Context: an optimization exercise on an open-source flow, tuned for small area. The choices shown serve that exercise and are no tape-out recipe. Where RTL was checked, it was by simulation tests only, not by an equivalence proof against the original. Function not checked in run 2: the RTL went through the layout flow alone. Power and IR drop assume default switching activity.

File: design/flow/design.v
package instruction_decode_stage_pkg;
  localparam int DEF_NB_CTRL_WB  = 2;
  localparam int DEF_NB_CTRL_MEM = 3;
  localparam int DEF_NB_CTRL_EX  = 7;
  localparam int WB_REGWRITE  = 1;
  localparam int WB_MEMTOREG  = 0;
  localparam int MEM_BRANCH   = 2;
  localparam int MEM_MEMREAD  = 1;
  localparam int MEM_MEMWRITE = 0;
  localparam int EX_REGDST    = 6;
  localparam int EX_ALUSRC    = 5;
  localparam int EX_JUMP      = 4;
  localparam logic [5:0] OP_ANDI = 6'h0C;
  localparam logic [5:0] OP_ORI  = 6'h0D;
  localparam logic [5:0] OP_XORI = 6'h0E;
  localparam logic [5:0] OP_LUI  = 6'h0F;
  localparam logic [1:0] EXT_SIGN  = 2'd0;
  localparam logic [1:0] EXT_ZERO  = 2'd1;
  localparam logic [1:0] EXT_UPPER = 2'd2;
  function automatic logic [1:0] ext_kind(input logic [5:0] op);
    case (op)
      OP_ANDI, OP_ORI, OP_XORI: ext_kind = EXT_ZERO;
      OP_LUI:                   ext_kind = EXT_UPPER;
      default:                  ext_kind = EXT_SIGN;
    endcase
  endfunction
endpackage
module reg_file_bypass #(
  parameter int LEN                  = 32,
  parameter int CANTIDAD_REGISTROS   = 32,
  parameter int NB_ADDRESS_REGISTROS = $clog2(CANTIDAD_REGISTROS)
) (
  input  logic                            i_clk,
  input  logic                            i_rst,
  input  logic                            i_we,
  input  logic [NB_ADDRESS_REGISTROS-1:0] i_waddr,
  input  logic [LEN-1:0]                  i_wdata,
  input  logic                            i_rd_en,
  input  logic [NB_ADDRESS_REGISTROS-1:0] i_raddr1,
  input  logic [NB_ADDRESS_REGISTROS-1:0] i_raddr2,
  output logic [LEN-1:0]                  o_rdata1,
  output logic [LEN-1:0]                  o_rdata2
);
  localparam int NT = CANTIDAD_REGISTROS;           
  localparam int NG = (NT + 2) / 3;                 
  logic [LEN-1:0]                regs [1:CANTIDAD_REGISTROS-1];
  logic [LEN-1:0]                regs_d [1:CANTIDAD_REGISTROS-1];
  logic [CANTIDAD_REGISTROS-1:1] rvld;
  logic [CANTIDAD_REGISTROS-1:1] wsel, wkeep;
  logic [NT-1:0]                 sel1, sel2;
  logic [LEN-1:0]                term [NT];
  logic                          wr_en, byp1, byp2;
  assign wr_en = i_we && (i_waddr != '0);
  assign byp1 = i_rd_en && wr_en && (i_waddr == i_raddr1);
  assign byp2 = i_rd_en && wr_en && (i_waddr == i_raddr2);
  assign sel1[0] = byp1;
  assign sel2[0] = byp2;
  assign term[0] = i_wdata;
  for (genvar r = 1; r < CANTIDAD_REGISTROS; r++) begin : g_reg
    assign wsel[r]  = wr_en && (i_waddr == NB_ADDRESS_REGISTROS'(r));
    assign wkeep[r] = !wsel[r];
    for (genvar b = 0; b < LEN; b++) begin : g_bit
      rf_ao22 u_hold (
        .a1(wsel[r]), .a2(i_wdata[b]), .b1(wkeep[r]), .b2(regs[r][b]), .y(regs_d[r][b])
      );
    end
    always_ff @(posedge i_clk) begin
      regs[r] <= regs_d[r];
    end
    always_ff @(posedge i_clk or posedge i_rst) begin
      if (i_rst)        rvld[r] <= 1'b0;
      else if (wsel[r]) rvld[r] <= 1'b1;
    end
    assign sel1[r] = i_rd_en && !byp1 && rvld[r] && (i_raddr1 == NB_ADDRESS_REGISTROS'(r));
    assign sel2[r] = i_rd_en && !byp2 && rvld[r] && (i_raddr2 == NB_ADDRESS_REGISTROS'(r));
    assign term[r] = regs[r];
  end
  for (genvar b = 0; b < LEN; b++) begin : g_rd
    logic [NG-1:0] n1, n2;
    for (genvar g = 0; g < NG; g++) begin : g_grp
      if (3 * g + 2 < NT) begin : g_3
        rf_aoi222 u_p1 (
          .a1(sel1[3*g]),   .a2(term[3*g][b]),
          .b1(sel1[3*g+1]), .b2(term[3*g+1][b]),
          .c1(sel1[3*g+2]), .c2(term[3*g+2][b]), .y(n1[g])
        );
        rf_aoi222 u_p2 (
          .a1(sel2[3*g]),   .a2(term[3*g][b]),
          .b1(sel2[3*g+1]), .b2(term[3*g+1][b]),
          .c1(sel2[3*g+2]), .c2(term[3*g+2][b]), .y(n2[g])
        );
      end else begin : g_2
        rf_aoi22 u_p1 (
          .a1(sel1[3*g]),   .a2(term[3*g][b]),
          .b1(sel1[3*g+1]), .b2(term[3*g+1][b]), .y(n1[g])
        );
        rf_aoi22 u_p2 (
          .a1(sel2[3*g]),   .a2(term[3*g][b]),
          .b1(sel2[3*g+1]), .b2(term[3*g+1][b]), .y(n2[g])
        );
      end
    end
    assign o_rdata1[b] = !(&n1);
    assign o_rdata2[b] = !(&n2);
  end
endmodule
module rf_ao22 (
  input  logic a1, a2, b1, b2,
  output logic y
);
  assign y = (a1 & a2) | (b1 & b2);
endmodule
module rf_aoi22 (
  input  logic a1, a2, b1, b2,
  output logic y
);
  assign y = !((a1 & a2) | (b1 & b2));
endmodule
module rf_aoi222 (
  input  logic a1, a2, b1, b2, c1, c2,
  output logic y
);
  assign y = !((a1 & a2) | (b1 & b2) | (c1 & c2));
endmodule
module instruction_decode_stage #(
  parameter int LEN                  = 32,
  parameter int CANTIDAD_REGISTROS   = 32,
  parameter int NB_ADDRESS_REGISTROS = $clog2(CANTIDAD_REGISTROS),
  parameter int NB_CTRL_WB           = instruction_decode_stage_pkg::DEF_NB_CTRL_WB,
  parameter int NB_CTRL_MEM          = instruction_decode_stage_pkg::DEF_NB_CTRL_MEM,
  parameter int NB_CTRL_EX           = instruction_decode_stage_pkg::DEF_NB_CTRL_EX,
  parameter int NB_STALL_CNT         = 16
) (
  input  logic                            i_clk,
  input  logic                            i_rst,
  input  logic                            i_valid,
  input  logic [LEN-1:0]                  i_instruccion,
  input  logic [LEN-1:0]                  i_adder_pc,
  input  logic [NB_CTRL_WB-1:0]           i_ctrl_wb,
  input  logic [NB_CTRL_MEM-1:0]          i_ctrl_mem,
  input  logic [NB_CTRL_EX-1:0]           i_ctrl_ex,
  input  logic                            i_RegWrite,
  input  logic [NB_ADDRESS_REGISTROS-1:0] i_write_reg,
  input  logic [LEN-1:0]                  i_write_data,
  input  logic                            i_flush,
  output logic                            o_stall,
  output logic                            o_valid,
  output logic [LEN-1:0]                  o_adder_pc,
  output logic [LEN-1:0]                  o_dato1,
  output logic [LEN-1:0]                  o_dato2,
  output logic [LEN-1:0]                  o_sign_extend,
  output logic [NB_ADDRESS_REGISTROS-1:0] o_rs,
  output logic [NB_ADDRESS_REGISTROS-1:0] o_rt,
  output logic [NB_ADDRESS_REGISTROS-1:0] o_rd,
  output logic [NB_ADDRESS_REGISTROS-1:0] o_shamt,
  output logic [NB_CTRL_WB-1:0]           o_ctrl_wb,
  output logic [NB_CTRL_MEM-1:0]          o_ctrl_mem,
  output logic [NB_CTRL_EX-1:0]           o_ctrl_ex,
  output logic [NB_STALL_CNT-1:0]         o_stall_count
);
  logic [5:0]                      opcode;
  logic [NB_ADDRESS_REGISTROS-1:0] rs, rt, rd, shamt;
  logic [15:0]                     imm;
  logic [LEN-1:0]           rdata1, rdata2, ext_imm;
  logic                            hazard, stall, bubble;
  logic                            vld_p1;
  logic [LEN-1:0]                  pc_p1;
  logic [LEN-1:0]           dato1_p1, dato2_p1, sext_p1;
  logic [NB_ADDRESS_REGISTROS-1:0] rs_p1, rt_p1, rd_p1, shamt_p1;
  logic [NB_CTRL_WB-1:0]           wb_p1;
  logic [NB_CTRL_MEM-1:0]          mem_p1;
  logic [NB_CTRL_EX-1:0]           ex_p1;
  logic [NB_STALL_CNT-1:0]         stall_cnt;
  function automatic logic [LEN-1:0] extend_imm(input logic [1:0] kind, input logic [15:0] val);
    logic [LEN-1:0] r;
    r = '0;
    case (kind)
      instruction_decode_stage_pkg::EXT_ZERO:  r[15:0]  = val;
      instruction_decode_stage_pkg::EXT_UPPER: r[31:16] = val;
      default:   r = {{(LEN-16){val[15]}}, val};
    endcase
    extend_imm = r;
  endfunction
  function automatic logic [NB_STALL_CNT-1:0] sat_inc(input logic [NB_STALL_CNT-1:0] v);
    sat_inc = (&v) ? v : v + NB_STALL_CNT'(1);
  endfunction
  assign opcode  = i_instruccion[31:26];
  assign rs      = NB_ADDRESS_REGISTROS'(i_instruccion[25:21]);
  assign rt      = NB_ADDRESS_REGISTROS'(i_instruccion[20:16]);
  assign rd      = NB_ADDRESS_REGISTROS'(i_instruccion[15:11]);
  assign shamt   = NB_ADDRESS_REGISTROS'(i_instruccion[10:6]);
  assign imm     = i_instruccion[15:0];
  assign ext_imm = extend_imm(instruction_decode_stage_pkg::ext_kind(opcode), imm);
  reg_file_bypass #(
    .LEN                 (LEN),
    .CANTIDAD_REGISTROS  (CANTIDAD_REGISTROS),
    .NB_ADDRESS_REGISTROS(NB_ADDRESS_REGISTROS)
  ) u_reg_file (
    .i_clk   (i_clk),
    .i_rst   (i_rst),
    .i_we    (i_RegWrite),
    .i_waddr (i_write_reg),
    .i_wdata (i_write_data),
    .i_rd_en (!bubble),
    .i_raddr1(rs),
    .i_raddr2(rt),
    .o_rdata1(rdata1),
    .o_rdata2(rdata2)
  );
  assign hazard = vld_p1 && mem_p1[instruction_decode_stage_pkg::MEM_MEMREAD] && (rt_p1 != '0) && i_valid &&
                  ((rt_p1 == rs) || (rt_p1 == rt));
  assign stall  = hazard && !i_flush;
  assign bubble = i_flush || stall || !i_valid;
  always_ff @(posedge i_clk or posedge i_rst) begin
    if (i_rst) begin
      vld_p1    <= 1'b0;
      stall_cnt <= '0;
      pc_p1     <= '0;
      dato1_p1  <= '0;
      dato2_p1  <= '0;
      sext_p1   <= '0;
      rs_p1     <= '0;
      rt_p1     <= '0;
      rd_p1     <= '0;
      shamt_p1  <= '0;
      wb_p1     <= '0;
      mem_p1    <= '0;
      ex_p1     <= '0;
    end else begin
      if (stall) stall_cnt <= sat_inc(stall_cnt);
      if (bubble) begin
        vld_p1   <= 1'b0;
        pc_p1    <= '0;
        dato1_p1 <= rdata1;
        dato2_p1 <= rdata2;
        sext_p1  <= '0;
        rs_p1    <= '0;
        rt_p1    <= '0;
        rd_p1    <= '0;
        shamt_p1 <= '0;
        wb_p1    <= '0;
        mem_p1   <= '0;
        ex_p1    <= '0;
      end else begin
        vld_p1   <= 1'b1;
        pc_p1    <= i_adder_pc;
        dato1_p1 <= rdata1;
        dato2_p1 <= rdata2;
        sext_p1  <= ext_imm;
        rs_p1    <= rs;
        rt_p1    <= rt;
        rd_p1    <= rd;
        shamt_p1 <= shamt;
        wb_p1    <= i_ctrl_wb;
        mem_p1   <= i_ctrl_mem;
        ex_p1    <= i_ctrl_ex;
      end
    end
  end
  assign o_stall       = stall;
  assign o_valid       = vld_p1;
  assign o_adder_pc    = pc_p1;
  assign o_dato1       = dato1_p1;
  assign o_dato2       = dato2_p1;
  assign o_sign_extend = sext_p1;
  assign o_rs          = rs_p1;
  assign o_rt          = rt_p1;
  assign o_rd          = rd_p1;
  assign o_shamt       = shamt_p1;
  assign o_ctrl_wb     = wb_p1;
  assign o_ctrl_mem    = mem_p1;
  assign o_ctrl_ex     = ex_p1;
  assign o_stall_count = stall_cnt;
endmodule
File: design/flow/run.sh
#!/bin/bash
# synth_recipe.tcl (not shown) runs the flow's synth.tcl, then flattens the netlist and writes it again
# the make line also repeats each setting of config.mk as NAME=value (left out here)
make -C /OpenROAD-flow-scripts/flow DESIGN_CONFIG=/design/flow/config.mk WORK_HOME=/design/flow/orfs CLKGATE_MAP_FILE= SYNTH_SCRIPT=/design/flow/synth_recipe.tcl finish
File: design/flow/config.mk
export PLATFORM = sky130hd
export DESIGN_NAME = instruction_decode_stage
export DESIGN_NICKNAME = instruction_decode_stage
export VERILOG_FILES = /design/flow/design.v
export SDC_FILE = /design/flow/constraint.sdc
export NUM_CORES = 4
export LEC_CHECK = 0
export CAP_MARGIN = 20
export CORE_MARGIN = 2
export CORE_UTILIZATION = 40
export SLEW_MARGIN = 20
export SYNTH_HIERARCHICAL = 1
export SYNTH_MINIMUM_KEEP_SIZE = 0
File: design/flow/constraint.sdc
create_clock -name core_clock -period 5.0 [get_ports {i_clk}]
set_input_delay 1.0000 -clock core_clock [delete_from_list [all_inputs] [get_ports {i_clk}]]
set_output_delay 1.0000 -clock core_clock [all_outputs]
set_load 0.01 [all_outputs]
==> impl_results.md, run 1 <==
* Outcome: complete, no violations
* Filler cell count at ~10k
* Internal Dissipation at about 18 mW
* R2r startpoint: rt_p1[0]$_DFF_PP0_
* Synth Area per Inst at between 10 and 15 um2
* Critical path arrival at ~5.3 ns
* Min Tclk post-route at 4.69 ns
* Final #Nets at 4577
* Std-Cell Rows at 123
* P_leak at 23.7 nW
* Largest net degree at the start of global routing at 68
* First-pass GRT wire length at between 300 and 400 mm
* WL/cell at roughly 36 um
* Initial Util at 0.404
* Clk sinks at ~1.2k
* Unique masters post-synth at 45
* CTS tree: done
* Flop pwr share at 0.520
* # placed instances at ~6k
* Worst Setup EP: dato2_p1[15]$_DFF_PP0_
* DR iter-0 viols at 11.4k
* Root buf cell: clkbuf_16
* Initial antenna violation count at 10
* Hold buffers post-CTS at 0
* Cell area after synthesis at 45400 um2
* Die area at 116000 um2
* Worst-margin pin slew at between 1 and 1.5 ns
* Slew Viols, Final at 0
* #FFs+latches synth at between 1k and 1.5k
* Clock power frac at 0.381
* FFs w/ async S/R, synth at 0.173
* DR DRC count at 0
* Period utilization at 0.937
* Clk latency of the worst-skew pair at 0.74 ns
* Launch point of the worst path: rt_p1[0]$_DFF_PP0_
* Via Count at ~45k
* Syn Inst Count at roughly 3.7k
* Clk_skew at roughly 0.04 ns
* Finish-stage setup viols at 0
* Max Fclk at around 210 MHz
* CP Max Fanout at 11
* Finished Layout Cells at around 6.1k
* # IOs at just under 300
* Crit path required time at between 5 and 6 ns
* Reg clk slew, reported paths at ~0.06 ns
* Slew HR at 0.113
* Final hold violations at 0
* Setup bufs post-CTS at 0
* CTS Buf Count at 121
* Top_reg_cell synth: dfxtp_1
* Worst hold path type: flop to flop
* FF-to-FF path depth at 15
* Avg Vias per Cell at approximately 7.4
* Die H at 341 um
* Post-synth EDFFs at 0
* H-tree depth at 3
* Placer Congestion at between 0.9 and 1
* Vias in the first global route at between 40k and 50k
* Post-synthesis sequential area ratio at 0.552
* Die X at 341 um
* Share of cells above drive strength 1 at 0.164
* GRT overflow at 0
* Area Growth Syn to Fin at 28.5%
* CTS resizes at 0
* Gate power share at 0.099
* R2R Path End: dato2_p1[15]$_DFF_PP0_
* Number of port buffers at a little under 300
* Worst R2R Setup Slack at about 0.31 ns
* P_sw at ~6.5 mW
* CTS Buffer Depth at 3
* Synth Warn # at 13
* Critical path launch point type: flop
* Power per standard cell area at approximately 420 nW/um2
* GRT Total Usage at 0.360
* Post-DP HPWL at about 140 mm
* Worst vdd ir at between 300 and 400 uV
* Crit. End Element: flop
* CORE AREA at about 110000 um2
* RSZ-0062 raised after global routing: no
* Pre-Repair DR Iteration Count at 15
* Utilization after layout at 0.519
* Critical path type: flop to flop
* Syn nets at approximately 3.8k
* Final WL at between 200 and 250 mm
* Max Cap Viol at 0
* Post-route antenna net violation count at 0
* Switch share at 0.265
## final cells by class
cell class                      instances  area [um2]  area share
Sequential cell                      1200       25100       0.429
Multi-Input combinational cell       2412       20600       0.353
Antenna cell                            3        7.51    0.000129
Tap cell                             1500        1880      0.0322
Clock inverter                         47         399     0.00684
Timing Repair Buffer                  685        6620       0.113
Inverter                               36         139     0.00238
Clock buffer                          181        3670      0.0629
## per-module statistics from Yosys (local to each module, per instance), a selection
module / flops+latches / cell area [um2] / cells / times used
instruction_decode_stage: 177 / 5820 / 397 / 1
rf_aoi222: 0 / 10.0 / 1 / 640
rf_aoi22: 0 / 12.5 / 1 / 64
rf_ao22: 0 / 8.76 / 1 / 992
## power groups by stage
stage	Sequential (mW)	Combinational [mW]	Clock, mW
floorplan	12.4	1.48	0
global placement	12.8	2.29	0
detailed placement	12.8	2.37	0
CTS	12.6	2.37	9.34
global route	12.8	2.58	9.73
finish	12.7	2.43	9.30
## sequential cells by signal, indices dropped and copies added, names as in the netlist
register / flops
u_reg_file.rvld: 31
vld_p1: 1
u_reg_file.regs: 992
rd_p1: 5
rt_p1: 5
ex_p1: 7
pc_p1: 32
stall_cnt: 16
sext_p1: 32
dato2_p1: 32
rs_p1: 5
dato1_p1: 32
mem_p1: 3
shamt_p1: 5
wb_p1: 2
## routing by layer
layer	vias to the layer above	global-route usage	wire length, um
li1	18000	-	-
met1	21900	0.459	81600
met2	3930	0.526	91900
met3	676	0.120	31400
met4	10	0.222	14400
met5	-	0	77
## synthesized netlist by cell type (2+ instances only)
cell type | instances | area (um2)
or3b_2 | 2 | 17.5
nor4_4 | 2 | 42.5
buf_2 | 5 | 25.0
nand4b_1 | 7 | 61.3
a21oi_1 | 15 | 75.1
mux2_2 | 4 | 45.0
nand2_1 | 104 | 390
nor2_1 | 98 | 368
dfxtp_1 | 992 | 19900
ha_1 | 3 | 37.5
dfrtp_1 | 208 | 5200
nand4_1 | 207 | 1290
nor4b_1 | 3 | 26.3
xnor2_1 | 28 | 245
and2_1 | 87 | 544
nor3_1 | 39 | 195
a22oi_2 | 64 | 801
buf_6 | 9 | 101
and3_1 | 6 | 37.5
clkbuf_1 | 19 | 71.3
xor2_1 | 4 | 35.0
inv_1 | 35 | 131
buf_1 | 2 | 7.51
a22o_1 | 992 | 8690
a222oi_1 | 640 | 6410
nor2b_1 | 9 | 56.3
nor4_1 | 16 | 100
nand2b_1 | 42 | 263
nand3_1 | 22 | 110
nand3b_1 | 5 | 37.5
## placed cells by master (no fill, tap or decap), types with 6 or more instances in the layout
master	count
clkbuf_1	27
nor2_1	89
nand2b_1	42
and2_1	87
a222oi_1	640
a22oi_2	64
clkbuf_8	26
nor4_4	15
nor3_2	30
nand4b_1	7
inv_1	34
nand3_1	17
nor3_4	6
nand4_1	207
clkbuf_16	129
and3_1	6
nand2_2	12
buf_12	54
nand2_1	92
nor2_4	9
a21oi_1	15
xnor2_1	28
dfxtp_1	992
dfrtp_1	208
clkdlybuf4s50_1	293
buf_4	329
clkinv_2	33
a22o_1	992
nor2b_1	9
## logic make-up after synthesis
family	Yosys count	synth area share
mux	4	0.000992
simple gates	655	0.0790
flops	1200	0.552
xor+xnor	32	0.00617
buf+inv	72	0.00760
compound gates	1718	0.353
fa+ha+maj	3	0.000827
## critical path: stages, from the launching register on
cell	delay [ns]
dfrtp_1	0.46
or3_1	0.51
o311a_1	0.41
a21o_1	0.24
inv_2	0.10
inv_1	0.09
buf_4	0.15
nor2_1	0.14
nand4_1	0.21
nor4b_4	1.08
buf_4	0.30
a222oi_1	0.10
nand4_1	0.36
nor2_1	0.20
buf_4	0.18
nand4_1	0.08
## metrics by stage
step	hold WS [ns]	setup TNS (ns)	power, mW	worst slack, ns	cell area [um2]
after floorplan	0.448	0	13.9	0.0651	45500
after global placement	0.473	-0.0295	15.0	-0.0295	54100
after detailed placement	0.476	-0.0796	15.1	-0.0556	54300
after CTS	0.496	0	24.3	0.537	58300
after global routing	0.506	0	25.2	0.315	58400
final	0.494	0	24.4	0.315	58400
## worst min path at each step
stage | from | to | slack (ns) | depth (start not counted)
after floorplan | u_reg_file.rvld[3]$_DFFE_PP0P_ | u_reg_file.rvld[3]$_DFFE_PP0P_ | 0.45 | 1
after global placement | u_reg_file.regs[24][12]$_DFF_P_ | u_reg_file.regs[24][12]$_DFF_P_ | 0.47 | 1
after detailed placement | u_reg_file.regs[18][8]$_DFF_P_ | u_reg_file.regs[18][8]$_DFF_P_ | 0.48 | 1
after CTS | u_reg_file.regs[7][4]$_DFF_P_ | u_reg_file.regs[7][4]$_DFF_P_ | 0.50 | 1
after global routing | u_reg_file.regs[6][3]$_DFF_P_ | u_reg_file.regs[6][3]$_DFF_P_ | 0.51 | 1
final | u_reg_file.regs[4][28]$_DFF_P_ | u_reg_file.regs[4][28]$_DFF_P_ | 0.49 | 1
==> run 2, diff against run 1 <==
--- a/design/flow/design.v
+++ b/design/flow/design.v
@@ -36,89 +36,24 @@
   input  logic [NB_ADDRESS_REGISTROS-1:0] i_waddr,
-  input  logic [LEN-1:0]                  i_wdata,
-  input  logic                            i_rd_en,
+  input  logic [LEN-1:0]           i_wdata,
   input  logic [NB_ADDRESS_REGISTROS-1:0] i_raddr1,
   input  logic [NB_ADDRESS_REGISTROS-1:0] i_raddr2,
-  output logic [LEN-1:0]                  o_rdata1,
-  output logic [LEN-1:0]                  o_rdata2
+  output logic [LEN-1:0]           o_rdata1,
+  output logic [LEN-1:0]           o_rdata2
 );
-  localparam int NT = CANTIDAD_REGISTROS;           
-  localparam int NG = (NT + 2) / 3;                 
-  logic [LEN-1:0]                regs [1:CANTIDAD_REGISTROS-1];
-  logic [LEN-1:0]                regs_d [1:CANTIDAD_REGISTROS-1];
-  logic [CANTIDAD_REGISTROS-1:1] rvld;
-  logic [CANTIDAD_REGISTROS-1:1] wsel, wkeep;
-  logic [NT-1:0]                 sel1, sel2;
-  logic [LEN-1:0]                term [NT];
-  logic                          wr_en, byp1, byp2;
+  logic [LEN-1:0] regs [CANTIDAD_REGISTROS];
+  logic                  wr_en;
   assign wr_en = i_we && (i_waddr != '0);
-  assign byp1 = i_rd_en && wr_en && (i_waddr == i_raddr1);
-  assign byp2 = i_rd_en && wr_en && (i_waddr == i_raddr2);
-  assign sel1[0] = byp1;
-  assign sel2[0] = byp2;
-  assign term[0] = i_wdata;
-  for (genvar r = 1; r < CANTIDAD_REGISTROS; r++) begin : g_reg
-    assign wsel[r]  = wr_en && (i_waddr == NB_ADDRESS_REGISTROS'(r));
-    assign wkeep[r] = !wsel[r];
-    for (genvar b = 0; b < LEN; b++) begin : g_bit
-      rf_ao22 u_hold (
-        .a1(wsel[r]), .a2(i_wdata[b]), .b1(wkeep[r]), .b2(regs[r][b]), .y(regs_d[r][b])
-      );
+  always_ff @(posedge i_clk or posedge i_rst) begin
+    if (i_rst) begin
+      for (int i = 0; i < CANTIDAD_REGISTROS; i++) regs[i] <= '0;
+    end else if (wr_en) begin
+      regs[i_waddr] <= i_wdata;
     end
-    always_ff @(posedge i_clk) begin
-      regs[r] <= regs_d[r];
-    end
-    always_ff @(posedge i_clk or posedge i_rst) begin
-      if (i_rst)        rvld[r] <= 1'b0;
-      else if (wsel[r]) rvld[r] <= 1'b1;
-    end
-    assign sel1[r] = i_rd_en && !byp1 && rvld[r] && (i_raddr1 == NB_ADDRESS_REGISTROS'(r));
-    assign sel2[r] = i_rd_en && !byp2 && rvld[r] && (i_raddr2 == NB_ADDRESS_REGISTROS'(r));
-    assign term[r] = regs[r];
   end
-  for (genvar b = 0; b < LEN; b++) begin : g_rd
-    logic [NG-1:0] n1, n2;
-    for (genvar g = 0; g < NG; g++) begin : g_grp
-      if (3 * g + 2 < NT) begin : g_3
-        rf_aoi222 u_p1 (
-          .a1(sel1[3*g]),   .a2(term[3*g][b]),
-          .b1(sel1[3*g+1]), .b2(term[3*g+1][b]),
-          .c1(sel1[3*g+2]), .c2(term[3*g+2][b]), .y(n1[g])
-        );
-        rf_aoi222 u_p2 (
-          .a1(sel2[3*g]),   .a2(term[3*g][b]),
-          .b1(sel2[3*g+1]), .b2(term[3*g+1][b]),
-          .c1(sel2[3*g+2]), .c2(term[3*g+2][b]), .y(n2[g])
-        );
-      end else begin : g_2
-        rf_aoi22 u_p1 (
-          .a1(sel1[3*g]),   .a2(term[3*g][b]),
-          .b1(sel1[3*g+1]), .b2(term[3*g+1][b]), .y(n1[g])
-        );
-        rf_aoi22 u_p2 (
-          .a1(sel2[3*g]),   .a2(term[3*g][b]),
-          .b1(sel2[3*g+1]), .b2(term[3*g+1][b]), .y(n2[g])
-        );
-      end
-    end
-    assign o_rdata1[b] = !(&n1);
-    assign o_rdata2[b] = !(&n2);
+  always_comb begin
+    o_rdata1 = '0;
+    o_rdata2 = '0;
+    if (i_raddr1 != '0) o_rdata1 = (wr_en && i_waddr == i_raddr1) ? i_wdata : regs[i_raddr1];
+    if (i_raddr2 != '0) o_rdata2 = (wr_en && i_waddr == i_raddr2) ? i_wdata : regs[i_raddr2];
   end
-endmodule
-module rf_ao22 (
-  input  logic a1, a2, b1, b2,
-  output logic y
-);
-  assign y = (a1 & a2) | (b1 & b2);
-endmodule
-module rf_aoi22 (
-  input  logic a1, a2, b1, b2,
-  output logic y
-);
-  assign y = !((a1 & a2) | (b1 & b2));
-endmodule
-module rf_aoi222 (
-  input  logic a1, a2, b1, b2, c1, c2,
-  output logic y
-);
-  assign y = !((a1 & a2) | (b1 & b2) | (c1 & c2));
 endmodule
@@ -203,3 +138,2 @@
     .i_wdata (i_write_data),
-    .i_rd_en (!bubble),
     .i_raddr1(rs),
@@ -233,4 +167,4 @@
         pc_p1    <= '0;
-        dato1_p1 <= rdata1;
-        dato2_p1 <= rdata2;
+        dato1_p1 <= '0;
+        dato2_p1 <= '0;
         sext_p1  <= '0;
--- a/design/flow/config.mk
+++ b/design/flow/config.mk
@@ -11,3 +11 @@
 export SLEW_MARGIN = 20
-export SYNTH_HIERARCHICAL = 1
-export SYNTH_MINIMUM_KEEP_SIZE = 0
==> run 2 against run 1 <==
Net effect:
- die area grew 26%
- final cell count grew 16%
- via count grew 17%
- highest routed layer unchanged
==> impl_results.md, run 2 <==
* Final #Nets at 5135
* R2R Path End: dato2_p1[5]$_DFF_PP0_
* Total power at 27.1 mW
* Critical path launch point type: input pin
* Post-route antenna net violation count at 0
* Most frequent cells in the layout: dfrtp_1 (1169), mux2_2 (1015), a22oi_1 (583), buf_4 (275), clkdlybuf4s50_1 (274)
* CTS resizes at 0
* Most common cell in the synthesized netlist: dfrtp_1
* DR DRC count at 0
* CP Depth at 8
* Std-Cell Rows at 138
* Synth Warn # at 3
* Post-synthesis simple-gate area fraction at 0.0834
* CP Max Fanout at 23
* DR iter-0 viols at around 10k
* # IOs at 296
* R2r startpoint: rt_p1[1]$_DFF_PP0_
* Synth area leader: dfrtp_1
* First-pass GRT wire length at 427 mm
* Finish-stage setup viols at 0
* Top Family by Delay on Critical Path: buffers and inverters
* Number of port buffers at just under 300
* Slew HR at 0.0538
* Area share of the largest cell type after synthesis at 0.511
* Critical path type: input pin to output pin
* Critical path arrival at 3.15 ns
* Main combinational cell family by area after synthesis: multiplexers
* #FFs+latches synth at roughly 1.2k
* Post-synthesis sequential area ratio at 0.511
* Wl on met1 at 115 mm
* Largest register FFs at 992
* Hold buffers post-CTS at 0
* Initial Util at 0.404
* Unique masters post-synth at 86
* CTS Buffer Depth at 3
* GRT overflow at 0
* Post-DP HPWL at 201 mm
* Die H at between 300 and 400 um
* Crit. End Element: output pin
* CTS tree: done
* P_leak at between 20 and 30 nW
* H-tree depth at 4
* Worst vdd ir at approximately 370 uV
* RSZ-0062 raised after global routing: no
* Cell area after synthesis at about 57000 um2
* Synth Area per Inst at roughly 12 um2
* Clk_skew at around 0.032 ns
* Min Tclk post-route at approximately 4.2 ns
* Reg clk slew, reported paths at around 0.050 ns
* Initial antenna violation count at 25
* Power per standard cell area at roughly 400 nW/um2
* WL/cell at approximately 45 um
* Slew Viols, Final at 0
* Worst hold slack at roughly 0.5 ns
* GRT Total Usage at 0.425
* Worst Setup EP: o_stall
* Post-synth EDFFs at 0
* Outcome: complete, no violations
* Buf/Inv on CP at 3
* Most common cell after layout, fill and taps aside: dfrtp_1
* Area share of fa/ha/maj cells after synthesis at 0.000437
* Die X at ~380 um
* Max Cap Viol at 0
* Post-synthesis mux area share at 0.222
* Synth Area in Compound Gates at 0.140
* Register bank with the most flops: u_reg_file.regs
* CP max stage cell: clkdlybuf4s50_1
* Root buf cell: clkbuf_16
* Syn Inst Count at 4703
* CORE AREA at roughly 140000 um2
* Crit path required time at roughly 4.0 ns
* Synth top cells by count: dfrtp_1 (1169), mux2_2 (1015), a22oi_1 (583)
* Area Growth Syn to Fin at 19.5%
* Clk sinks at 1169
* Syn nets at roughly 4.8k
* Avg Vias per Cell at ~7.4
* CTS Buf Count at between 100 and 150
* Period utilization at 0.830
* Pre-Repair DR Iteration Count at 11
* Worst-margin pin slew at between 1 and 1.5 ns
* Worst hold path type: flop to flop
* DR top layer: met5
* Via Count at 52.1k
* Share of cells above drive strength 1 at 0.332
* DR WL met2 at between 100 and 150 mm
* Worst R2R Setup Slack at ~1.6 ns
* CP Cell Sequence: buf_2 > xor2_1 > nor3_1 > a22oi_1 > buf_4 > or2_2 > nor2_1 > clkdlybuf4s50_1
* Final hold violations at 0
* Die area at ~150000 um2
* Clk latency of the worst-skew pair at just over 0.8 ns
* Wire length on met3 at about 51 mm
* Final WL at 319 mm
* Placer Congestion at approximately 1.0
* Synth Area in XOR/XNOR at 0.00536
* Max Fclk at around 240 MHz
* Synth top area cells: dfrtp_1 (51%), mux2_2 (20%), a22oi_1 (7.6%), mux2i_1 (1.9%), a22o_1 (1.7%)
* Setup bufs post-CTS at 0
* Vias in the first global route at between 40k and 50k
* FFs w/ async S/R, synth at 1.00
* FF-to-FF path depth at 7
* Delay of the slowest critical-path stage at 0.56 ns
* Top_reg_cell synth: dfrtp_1
* Launch point of the worst path: i_instruccion[18]
* Setup TNS at 0 ns
* Largest net degree at the start of global routing at roughly 130
-- run 2: report_power, final --
group,internal [mW],switching (mW)
Sequential,11.1,1.89
Combinational,1.91,1.97
Clock,5.92,4.29
Total,18.9,8.15
-- run 2: cell families after synthesis --
family	count (synthesis)
AO/OA/AOI/OAI	1037
multiplexers	1134
XOR/XNOR	35
buffers and inverters	448
adder cells (fa/ha/maj)	2
AND/OR/NAND/NOR	878
flip-flops	1169
-- run 2: layout make-up --
type,instances,area (um2)
inverter,9,37.5
sequential,1169,29300
tap,1890,2360
timing repair buffer,616,5910
multi-input combinational,3086,26300
fill,12700,73400
antenna,13,32.5
clock inverter,40,642
clock buffer,192,3820
-- run 2: metal layers --
metal  GRT usage  vias up
met2       0.570     5431
li1            -    18600
met5     0.00397        -
met1       0.530    26200
met4       0.292       26
met3       0.210     1721
-- run 2: metrics by stage --
| step | cell area (um2) | cells | util | setup slack, ns |
|---|---|---|---|---|
| 4_1_cts | 68300 | 7000 | 0.482 | 0.892 |
| 6_report | 68400 | 7015 | 0.482 | 0.850 |
| 2_1_floorplan | 57200 | 4703 | - | -12.14 |
| 3_3_place_gp | 63900 | 6767 | 0.451 | 0.367 |
| 5_1_grt | 68300 | 7005 | 0.482 | 0.734 |
| 3_5_place_dp | 63900 | 6768 | 0.451 | 0.462 |
-- run 2: worst min path at each step --
| stage | startpoint | endpoint | slack (ns) | depth (start not counted) |
|---|---|---|---|---|
| after floorplan | u_reg_file.regs[11][2]$_DFFE_PP0P_ | u_reg_file.regs[11][2]$_DFFE_PP0P_ | 0.48 | 1 |
| after detailed placement | stall_cnt[15]$_DFFE_PP0P_ | stall_cnt[15]$_DFFE_PP0P_ | 0.49 | 1 |
| final | stall_cnt[15]$_DFFE_PP0P_ | stall_cnt[15]$_DFFE_PP0P_ | 0.51 | 1 |
| after CTS | stall_cnt[15]$_DFFE_PP0P_ | stall_cnt[15]$_DFFE_PP0P_ | 0.50 | 1 |
| after global placement | stall_cnt[15]$_DFFE_PP0P_ | stall_cnt[15]$_DFFE_PP0P_ | 0.49 | 1 |
| after global routing | stall_cnt[15]$_DFFE_PP0P_ | stall_cnt[15]$_DFFE_PP0P_ | 0.54 | 1 |

-- afterwards: timing with drivers on the ports --
Ports are ideal in the flow. The routed layouts listed here were re-timed in OpenROAD. Step 1 sets driving cells, clkbuf_16 on the clock port and buf_2 on the other inputs (assumed; they add their load-dependent delay and slew). Step 2 moves the port delays by t, midway between the first and last clock arrival at a register: inputs arrive t later, outputs are due t later. That takes back most of the time a late clock gives input paths. a / b / c = ideal / step 1 / step 2; a / b = the first two.
| run | t, ns | setup WS [ns] | worst setup path at the end | slew at the worst register clock pin (ns) |
|---|---|---|---|---|
| run 1 | 0.794 | 0.315 / 0.315 / -0.270 | input to register | 0.07 / 0.07 |
| run 2 | 0.900 | 0.850 / 0.808 / 0.071 | input to register | 0.07 / 0.07 |
Met with ideal ports but missed after step 2: setup timing in run 1. The setup slack of run 2, which loses most, moves by -0.042 ns with the drivers and by -0.779 ns with both steps.
